This design comes from an exercise in tuning for small area and a short achievable clock period on the open sky130 flow, not from production work. Only simulation tests tie the RTL to the original design; equivalence was not proved. Power figures rest on the tool's default switching activity, not on a simulated workload.

==> design/flow/design.v <==
`timescale 1ns/100ps
module slot_store (
    input  logic         clk,
    input  logic         rst_n,
    input  logic         fetch_valid,
    input  logic [243:0] fetch_group,
    input  logic [2:0]   dispatch_count,
    output logic [243:0] ordered,
    output logic         buf_valid
);
    localparam int NUM_SLOTS   = 4;
    localparam int ROB_ENTRIES = 16;
    localparam int INSTR_W   = 61;
    localparam int I_OPCODE  = 57;   
    localparam int I_IMM     = 49;   
    localparam int I_RT      = 45;   
    localparam int I_USES_RB = 44;   
    localparam int I_UNIT    = 42;   
    localparam int I_RA      = 21;   
    localparam int I_RB      = 0;    
    localparam int OP_VALUE = 5;     
    localparam int OP_BUSY  = 4;     
    localparam int OP_OWNER = 0;     
    localparam logic [1:0] UNIT_NONE   = 2'd0;
    localparam logic [1:0] UNIT_FXU    = 2'd1;
    localparam logic [1:0] UNIT_BRANCH = 2'd2;
    localparam logic [1:0] UNIT_HALT   = 2'd3;
    localparam logic [15:0] WRITES_REG_MASK = 16'h0077;
    localparam int ISSUE_W = 59;
    logic [INSTR_W-1:0] slots [NUM_SLOTS];
    logic [1:0]         head;
    always_comb begin
        for (int k = 0; k < NUM_SLOTS; k++) begin
            ordered[k*INSTR_W +: INSTR_W] = slots[head + 2'(k)];
        end
    end
    always_ff @(posedge clk) begin
        if (!rst_n) begin
            head      <= '0;
            buf_valid <= 1'b0;
        end else begin
            if (fetch_valid) begin
                buf_valid <= 1'b1;
            end
            if (buf_valid) begin
                head <= head + dispatch_count[1:0];
            end
        end
    end
    always_ff @(posedge clk) begin
        for (int k = 0; k < NUM_SLOTS; k++) begin
            if (!buf_valid) begin
                slots[k] <= fetch_group[k*INSTR_W +: INSTR_W];
            end else if (3'(k) < dispatch_count) begin
                slots[head + 2'(k)] <= fetch_group[k*INSTR_W +: INSTR_W];
            end
        end
    end
endmodule
`timescale 1ns/100ps
module issue_select #(
    parameter int FLUSH_CYCLES = 2
) (
    input  logic         clk,
    input  logic         rst_n,
    input  logic         flush,
    input  logic         buf_valid,
    input  logic [243:0] ordered,
    input  logic         fxu0_full,
    input  logic         fxu1_full,
    input  logic         branch_full,
    output logic [2:0]   dispatch_count,
    output logic [2:0]   num_fetch,
    output logic         fxu0_grant,
    output logic         fxu1_grant,
    output logic         branch_grant,
    output logic [1:0]   fxu0_pos,
    output logic [1:0]   fxu1_pos,
    output logic [1:0]   branch_pos
);
    localparam int NUM_SLOTS   = 4;
    localparam int ROB_ENTRIES = 16;
    localparam int INSTR_W   = 61;
    localparam int I_OPCODE  = 57;   
    localparam int I_IMM     = 49;   
    localparam int I_RT      = 45;   
    localparam int I_USES_RB = 44;   
    localparam int I_UNIT    = 42;   
    localparam int I_RA      = 21;   
    localparam int I_RB      = 0;    
    localparam int OP_VALUE = 5;     
    localparam int OP_BUSY  = 4;     
    localparam int OP_OWNER = 0;     
    localparam logic [1:0] UNIT_NONE   = 2'd0;
    localparam logic [1:0] UNIT_FXU    = 2'd1;
    localparam logic [1:0] UNIT_BRANCH = 2'd2;
    localparam logic [1:0] UNIT_HALT   = 2'd3;
    localparam logic [15:0] WRITES_REG_MASK = 16'h0077;
    localparam int ISSUE_W = 59;
    localparam int HOLD_W = $clog2(FLUSH_CYCLES + 1);
    logic [HOLD_W-1:0] hold_cnt;
    logic              hold;
    logic              stalled;
    logic [1:0]        unit;
    assign hold = flush || (hold_cnt != '0);
    always_ff @(posedge clk) begin
        if (!rst_n) begin
            hold_cnt <= '0;
        end else if (flush) begin
            hold_cnt <= HOLD_W'(FLUSH_CYCLES - 1);
        end else if (hold_cnt != '0) begin
            hold_cnt <= hold_cnt - 1'b1;
        end
    end
    always_comb begin
        stalled        = !buf_valid || hold;
        fxu0_grant     = 1'b0;
        fxu1_grant     = 1'b0;
        branch_grant   = 1'b0;
        fxu0_pos       = '0;
        fxu1_pos       = '0;
        branch_pos     = '0;
        dispatch_count = '0;
        unit           = UNIT_NONE;
        for (int k = 0; k < NUM_SLOTS; k++) begin
            unit = ordered[k*INSTR_W + I_UNIT +: 2];
            if (!stalled) begin
                case (unit)
                    UNIT_FXU: begin
                        if (!fxu0_full && !fxu0_grant) begin
                            fxu0_grant = 1'b1;
                            fxu0_pos   = 2'(k);
                        end else if (!fxu1_full && !fxu1_grant) begin
                            fxu1_grant = 1'b1;
                            fxu1_pos   = 2'(k);
                        end else begin
                            stalled = 1'b1;
                        end
                    end
                    UNIT_BRANCH: begin
                        if (!branch_full && !branch_grant) begin
                            branch_grant = 1'b1;
                            branch_pos   = 2'(k);
                        end else begin
                            stalled = 1'b1;
                        end
                    end
                    default: begin
                    end
                endcase
                if (!stalled) begin
                    dispatch_count = 3'(k + 1);
                end
            end
        end
    end
    assign num_fetch = (buf_valid && !hold) ? dispatch_count : 3'(NUM_SLOTS);
endmodule
`timescale 1ns/100ps
module issue_port (
    input  logic         grant,
    input  logic [1:0]   pos,
    input  logic [243:0] ordered,
    input  logic [3:0]   rob_head_idx,
    input  logic [15:0]  rob_ready,
    input  logic [255:0] rob_values,
    output logic [58:0]  issue
);
    localparam int NUM_SLOTS   = 4;
    localparam int ROB_ENTRIES = 16;
    localparam int INSTR_W   = 61;
    localparam int I_OPCODE  = 57;   
    localparam int I_IMM     = 49;   
    localparam int I_RT      = 45;   
    localparam int I_USES_RB = 44;   
    localparam int I_UNIT    = 42;   
    localparam int I_RA      = 21;   
    localparam int I_RB      = 0;    
    localparam int OP_VALUE = 5;     
    localparam int OP_BUSY  = 4;     
    localparam int OP_OWNER = 0;     
    localparam logic [1:0] UNIT_NONE   = 2'd0;
    localparam logic [1:0] UNIT_FXU    = 2'd1;
    localparam logic [1:0] UNIT_BRANCH = 2'd2;
    localparam logic [1:0] UNIT_HALT   = 2'd3;
    localparam logic [15:0] WRITES_REG_MASK = 16'h0077;
    localparam int ISSUE_W = 59;
    logic [INSTR_W-1:0] sel;
    logic [20:0]        ra;
    logic [20:0]        rb;
    logic [3:0]         a_owner;
    logic [3:0]         b_owner;
    logic               a_fwd_ready;
    logic               b_fwd_ready;
    assign sel     = ordered[pos*INSTR_W +: INSTR_W];
    assign ra      = sel[I_RA +: 21];
    assign rb      = sel[I_RB +: 21];
    assign a_owner = ra[OP_OWNER +: 4];
    assign b_owner = rb[OP_OWNER +: 4];
    assign a_fwd_ready = rob_ready[a_owner];
    assign b_fwd_ready = rob_ready[b_owner];
    always_comb begin
        issue[58]    = grant;
        issue[57:54] = rob_head_idx + 4'(pos);
        issue[53:50] = sel[I_OPCODE +: 4];
        issue[49:42] = sel[I_IMM +: 8];
        issue[41]    = !ra[OP_BUSY] || a_fwd_ready;
        issue[40:25] = ra[OP_BUSY] ? rob_values[a_owner*16 +: 16] : ra[OP_VALUE +: 16];
        issue[24:21] = a_owner;
        issue[20]    = !sel[I_USES_RB] || !rb[OP_BUSY] || b_fwd_ready;
        issue[19:4]  = rb[OP_BUSY] ? rob_values[b_owner*16 +: 16] : rb[OP_VALUE +: 16];
        issue[3:0]   = b_owner;
    end
endmodule
`timescale 1ns/100ps
module rob_rename_alloc (
    input  logic [243:0] ordered,
    input  logic         buf_valid,
    input  logic [2:0]   dispatch_count,
    input  logic [3:0]   rob_head_idx,
    output logic [23:0]  rob_alloc,
    output logic [35:0]  rename_upd
);
    localparam int NUM_SLOTS   = 4;
    localparam int ROB_ENTRIES = 16;
    localparam int INSTR_W   = 61;
    localparam int I_OPCODE  = 57;   
    localparam int I_IMM     = 49;   
    localparam int I_RT      = 45;   
    localparam int I_USES_RB = 44;   
    localparam int I_UNIT    = 42;   
    localparam int I_RA      = 21;   
    localparam int I_RB      = 0;    
    localparam int OP_VALUE = 5;     
    localparam int OP_BUSY  = 4;     
    localparam int OP_OWNER = 0;     
    localparam logic [1:0] UNIT_NONE   = 2'd0;
    localparam logic [1:0] UNIT_FXU    = 2'd1;
    localparam logic [1:0] UNIT_BRANCH = 2'd2;
    localparam logic [1:0] UNIT_HALT   = 2'd3;
    localparam logic [15:0] WRITES_REG_MASK = 16'h0077;
    localparam int ISSUE_W = 59;
    logic [NUM_SLOTS-1:0] dispatched;
    logic [NUM_SLOTS-1:0] writes;
    logic [3:0]           rt   [NUM_SLOTS];
    logic [3:0]           op   [NUM_SLOTS];
    logic [1:0]           unit [NUM_SLOTS];
    logic                 en;
    always_comb begin
        for (int k = 0; k < NUM_SLOTS; k++) begin
            rt[k]   = ordered[k*INSTR_W + I_RT +: 4];
            op[k]   = ordered[k*INSTR_W + I_OPCODE +: 4];
            unit[k] = ordered[k*INSTR_W + I_UNIT +: 2];
        end
    end
    always_comb begin
        for (int k = 0; k < NUM_SLOTS; k++) begin
            dispatched[k] = buf_valid && (3'(k) < dispatch_count);
            writes[k]     = dispatched[k] && WRITES_REG_MASK[op[k]];
        end
    end
    always_comb begin
        en = 1'b0;
        for (int k = 0; k < NUM_SLOTS; k++) begin
            rob_alloc[k*6 + 5]    = dispatched[k];
            rob_alloc[k*6 + 1 +: 4] = rt[k];
            rob_alloc[k*6]        = dispatched[k] && (unit[k] == UNIT_HALT);
            en = writes[k];
            for (int j = k + 1; j < NUM_SLOTS; j++) begin
                if (writes[j] && (rt[j] == rt[k])) begin
                    en = 1'b0;
                end
            end
            rename_upd[k*9 + 8]      = en;
            rename_upd[k*9 + 4 +: 4] = rt[k];
            rename_upd[k*9 +: 4]     = rob_head_idx + 4'(k);
        end
    end
endmodule
`timescale 1ns/100ps
module instr_buffer_top (
    input  logic         clk,
    input  logic         rst_n,
    input  logic         flush,
    input  logic         fetch_valid,
    input  logic [243:0] fetch_group,
    input  logic [3:0]   rob_head_idx,
    input  logic [15:0]  rob_ready,
    input  logic [255:0] rob_values,
    input  logic         fxu0_full,
    input  logic         fxu1_full,
    input  logic         branch_full,
    output logic [2:0]   num_fetch,
    output logic [58:0]  fxu0_issue,
    output logic [58:0]  fxu1_issue,
    output logic [58:0]  branch_issue,
    output logic [23:0]  rob_alloc,
    output logic [35:0]  rename_upd
);
    localparam int NUM_SLOTS   = 4;
    localparam int ROB_ENTRIES = 16;
    localparam int INSTR_W   = 61;
    localparam int I_OPCODE  = 57;   
    localparam int I_IMM     = 49;   
    localparam int I_RT      = 45;   
    localparam int I_USES_RB = 44;   
    localparam int I_UNIT    = 42;   
    localparam int I_RA      = 21;   
    localparam int I_RB      = 0;    
    localparam int OP_VALUE = 5;     
    localparam int OP_BUSY  = 4;     
    localparam int OP_OWNER = 0;     
    localparam logic [1:0] UNIT_NONE   = 2'd0;
    localparam logic [1:0] UNIT_FXU    = 2'd1;
    localparam logic [1:0] UNIT_BRANCH = 2'd2;
    localparam logic [1:0] UNIT_HALT   = 2'd3;
    localparam logic [15:0] WRITES_REG_MASK = 16'h0077;
    localparam int ISSUE_W = 59;
    localparam int FLUSH_CYCLES = 2;
    logic [243:0] ordered;
    logic         buf_valid;
    logic [2:0]   dispatch_count;
    logic         fxu0_grant;
    logic         fxu1_grant;
    logic         branch_grant;
    logic [1:0]   fxu0_pos;
    logic [1:0]   fxu1_pos;
    logic [1:0]   branch_pos;
    slot_store u_slot_store (
        .clk            (clk),
        .rst_n          (rst_n),
        .fetch_valid    (fetch_valid),
        .fetch_group    (fetch_group),
        .dispatch_count (num_fetch),
        .ordered        (ordered),
        .buf_valid      (buf_valid)
    );
    issue_select #(
        .FLUSH_CYCLES (FLUSH_CYCLES)
    ) u_issue_select (
        .clk            (clk),
        .rst_n          (rst_n),
        .flush          (flush),
        .buf_valid      (buf_valid),
        .ordered        (ordered),
        .fxu0_full      (fxu0_full),
        .fxu1_full      (fxu1_full),
        .branch_full    (branch_full),
        .dispatch_count (dispatch_count),
        .num_fetch      (num_fetch),
        .fxu0_grant     (fxu0_grant),
        .fxu1_grant     (fxu1_grant),
        .branch_grant   (branch_grant),
        .fxu0_pos       (fxu0_pos),
        .fxu1_pos       (fxu1_pos),
        .branch_pos     (branch_pos)
    );
    issue_port u_fxu0_port (
        .grant        (fxu0_grant),
        .pos          (fxu0_pos),
        .ordered      (ordered),
        .rob_head_idx (rob_head_idx),
        .rob_ready    (rob_ready),
        .rob_values   (rob_values),
        .issue        (fxu0_issue)
    );
    issue_port u_fxu1_port (
        .grant        (fxu1_grant),
        .pos          (fxu1_pos),
        .ordered      (ordered),
        .rob_head_idx (rob_head_idx),
        .rob_ready    (rob_ready),
        .rob_values   (rob_values),
        .issue        (fxu1_issue)
    );
    issue_port u_branch_port (
        .grant        (branch_grant),
        .pos          (branch_pos),
        .ordered      (ordered),
        .rob_head_idx (rob_head_idx),
        .rob_ready    (rob_ready),
        .rob_values   (rob_values),
        .issue        (branch_issue)
    );
    rob_rename_alloc u_rob_rename_alloc (
        .ordered        (ordered),
        .buf_valid      (buf_valid),
        .dispatch_count (dispatch_count),
        .rob_head_idx   (rob_head_idx),
        .rob_alloc      (rob_alloc),
        .rename_upd     (rename_upd)
    );
endmodule
==> design/flow/run.sh <==
#!/bin/bash
# synth_recipe.tcl (not shown) runs the flow's synth.tcl, then flattens the netlist and writes it again
# the make line also repeats each setting of config.mk as NAME=value (left out here)
make -C /OpenROAD-flow-scripts/flow DESIGN_CONFIG=/design/flow/config.mk WORK_HOME=/design/flow/orfs CLKGATE_MAP_FILE= SYNTH_SCRIPT=/design/flow/synth_recipe.tcl finish
==> design/flow/config.mk <==
export PLATFORM = sky130hd
export DESIGN_NAME = instr_buffer_top
export DESIGN_NICKNAME = instr_buffer_top
export VERILOG_FILES = /design/flow/design.v
export SDC_FILE = /design/flow/constraint.sdc
export NUM_CORES = 4
export LEC_CHECK = 0
export CAP_MARGIN = 20
export CORE_MARGIN = 2
export CORE_UTILIZATION = 40
export SETUP_SLACK_MARGIN = 0.2
export SLEW_MARGIN = 20
export TNS_END_PERCENT = 100
==> design/flow/constraint.sdc <==
create_clock -name core_clock -period 8.0 [get_ports {clk}]
set_input_delay 1.6000 -clock core_clock [delete_from_list [all_inputs] [get_ports {clk}]]
set_output_delay 1.6000 -clock core_clock [all_outputs]
set_load 0.01 [all_outputs]
==> run notes <==
Clk_skew: 0.0447 ns
Syn_area_per_cell: 8.04 um^2
Filler cells: 10190
Least-Margin Pin Slew: 1.06 ns
CTS buffer count: 27
Layout cells sized above 1: 13.4%
Seq/Total Area, Yosys: 17.2%
Peak supply drop: 154 uV
CTS tree: done
Main flop type after synthesis: edfxtp_1
CTS H-Tree Depth: 1
Post-synth top area share: 20.0%
Detailed Routing Iterations Pass 1: 8
Final hold slack: 0.523 ns
CTS Hold Buffers Added: 0
Final #Nets: 6498
Clk sinks: 251
Flops & latches, synth: 251
WHS Endpoint: u_issue_select.hold_cnt[1]
Final antenna-violating net count: 0
DIE AREA: 0.111 mm^2
Multi-input gate area: 0.0337 mm^2
Max frequency: 130 MHz
Fin crit share: 95.8%
Clock Path Buffers: 3
Clock slew at reported path FFs: 0.07 ns
GRT Resource Usage Total: 39.8%
Grt total ovfl: 0
Largest net degree at the start of global routing: 130
Vias: 49681
Max-slew violations: 0
Vias in the first global route: 44837
Final min period: 7.67 ns
Drt total wl: 232000 um
Global-route wire length before repair: 329000 um
Hold crit path type: flop to flop
Syn Nets: 5950
Leakage power: 0.0214 uW
Initial Utilization: 40.4%
Root buf cell: clkbuf_16
Number of library cell types mapped by synthesis: 86
Hold path cells: 2
R2r endpoint: u_slot_store.slots[1][20]
Ys async rst share: 0%
Hold Crit Start: u_issue_select.hold_cnt[1]
Worst setup margin: 0.333 ns
Worst Path Max Fanout: 13
Post-synth EDFFs: 244
Final Hold Violating Endpoints: 0
Max Cap Viol: 0
Arr. time, crit path: 6.07 ns
Core area: 0.107 mm^2
DR iter-0 viols: 7779
Rel. slew slack: 29.3%
Die Wd: 333 um
Post-Synthesis Cells: 5388
Drt wl/cell: 31.4 um
Final count of negative-setup-slack endpoints: 0
Input/output buffers: 766
Pwr Total: 8150 uW
DRC violations left: 0
Kind of critical path: flop to primary output
Status: finished clean
Latest clock arrival within the worst-skew pair: 0.58 ns
Crit start category: flop
Pwr dens: 149 mW/mm^2
Num rows: 120
Gpl congestion: 1.06
DPL Wire Length: 174000 um
Top Ports: 767
Routed vias/inst: 6.73
R2r setup slk: 2.36 ns
Die Height: 333 um
Largest area contributor in the netlist: mux2i_1
Top cells by area, synth: mux2i_1 20%, edfxtp_1 17%, mux4_2 14%, nand2_1 9.8%, a21oi_1 4.1%
RSZ-0062 raised after global routing: false
Setup crit end kind: primary output
R2R cell count: 16
Place WS: -0.174 ns
Mapped cell area: 0.0433 mm^2
Initial antenna violation count: 36
Reg area: 0.00748 mm^2
Reg2Reg Launch Point: u_slot_store.slots[3][42]
Worst path required time: 6.40 ns
Synth Warn #: 7
Layout area overhead: 25.9%
==> cell usage in the layout (no fill, tap or decap), types with 101 or more instances in the layout <==
master and n:
nand2_1 1120, mux2i_1 855, clkdlybuf4s50_1 762, a21oi_1 356
nor2_1 321, nand3_1 307, mux4_2 278, o21ai_0 252
buf_4 244, edfxtp_1 244, a211oi_1 155, o22ai_1 110
a22oi_1 101
==> cell usage after synthesis (19+ instances only) <==
master / instances
ha_1: 32
a211oi_1: 155
edfxtp_1: 244
mux4_2: 278
a311oi_1: 49
xnor2_1: 22
mux2_2: 61
nor2_1: 326
nand3_1: 309
nand2_1: 1130
nor3_1: 20
a21oi_1: 356
inv_1: 30
buf_1: 54
and3_1: 47
and2_1: 30
a22oi_1: 102
clkbuf_1: 272
nor4_1: 20
nand4_1: 30
xor2_1: 22
buf_2: 154
o22ai_1: 110
o21ai_0: 252
buf_4: 54
mux2i_1: 864
o211ai_1: 77
a21boi_0: 19
a31oi_1: 57
==> cell families (layout without fill, tap and decap cells) <==
group / Yosys count / count (layout) / share of synthesized area (%)
buffers and inverters: 591 / 1159 / 6.20
muxes: 1223 / 1224 / 36.6
adders and majority gates: 36 / 36 / 1.09
AOI/OAI and AO/OA: 1280 / 1280 / 18.7
and+or+nand+nor: 1963 / 1963 / 19.3
other: 0 / 26 / 0
xor gates and xnor gates: 44 / 44 / 0.890
DFF: 251 / 251 / 17.2
==> worst max-delay path by stage <==
stage	slack [ns]	startpoint	to	cells after the start
floorplan	0.21	u_slot_store.head[0]	fxu1_issue[30]	27
global placement	-0.17	fxu1_full	branch_issue[18]	15
detailed placement	-0.17	fxu1_full	branch_issue[18]	15
CTS	0.21	fxu1_full	branch_issue[26]	15
global route	0.21	u_slot_store.head[1]	branch_issue[35]	18
finish	0.33	u_slot_store.head[1]	branch_issue[30]	18
==> power breakdown <==
part / switching, uW / internal, uW / leakage, uW
clock: 568 / 661 / 0.000415
sequential: 203 / 1640 / 0.00258
combinational: 2930 / 2140 / 0.0185
total: 3700 / 4450 / 0.0214
==> metrics by stage <==
step / instance area (um^2) / utilization [%] / std cells / setup TNS [ns]
6_report: 54500 / 50.9 / 7386 / 0
5_1_grt: 54500 / 50.8 / 7382 / 0
4_1_cts: 54000 / 50.3 / 7329 / 0
3_5_place_dp: 52900 / 49.4 / 7274 / -0.174
3_3_place_gp: 52900 / 49.4 / 7274 / -0.173
2_1_floorplan: 43400 / - / 5388 / 0
==> flip-flops by register name, indices dropped and copies added, names as in the netlist, named ones only <==
name / flops
u_slot_store.head: 2
u_issue_select.hold_cnt: 2
u_slot_store.slots: 244
u_slot_store.buf_valid: 1
==> repair_timing <==
item	CTS	global route
setup endpoints to repair	85	95
endpoints found under the hold margin	0	0
pin swaps	3	9
resized for setup	21	50
buffers inserted	5	30
gates cloned	0	1
==> routing by layer <==
metal,track usage [%],vias up,share of wire [%]
li1,-,21414,-
met4,17.6,20,4.9
met3,10.1,561,13
met2,57.4,3917,42
met5,0,-,0.055
met1,55.8,23769,40
==> worst max-delay path, cell delays in order, from the launching register on <==
cell	delay, ns
dfxtp_4	0.34
inv_1	0.25
ha_4	0.29
mux4_2	0.39
inv_1	0.09
ha_1	0.32
nand4b_1	0.14
o32ai_1	0.23
o211ai_1	0.27
nand3_2	0.22
buf_4	0.27
mux2i_4	0.40
mux2_8	0.34
buf_4	0.14
mux2i_1	0.07
mux2i_1	0.19
o22ai_1	0.14
a311oi_1	0.67
clkdlybuf4s50_1	0.68
==> area by class of cell <==
class	instances	share of cell area [%]
clock buffers	30	1.26
inverters	48	0.363
clock inverters	20	0.291
repair buffers	1061	19.2
diodes	26	0.119
multi-input cells	4547	61.8
flip-flops and latches	251	13.7
well taps	1403	3.22

[static timing again, ports no longer ideal]
The results above use ideal ports. As a check the final layout listed here was re-extracted and re-timed, cells and wires unchanged. Step 1, drivers: a clkbuf_16 drives clk and a buf_2 each remaining input, both assumed. Step 2 moves the port delays by t, midway between the first and last clock arrival at a register: inputs arrive t later, outputs are due t later. That takes back most of the time a late clock gives input paths. Three values: ideal, step 1, step 2; two values: the first two.
t (ns): 0.633
slack for setup (ns): 0.333 / 0.262 / 0.292
cell pins on the clock port's net: 1
After both steps setup and hold are still met in this run. For this run, drivers alone change the setup slack by -0.071 ns; drivers and shift together by -0.041 ns.
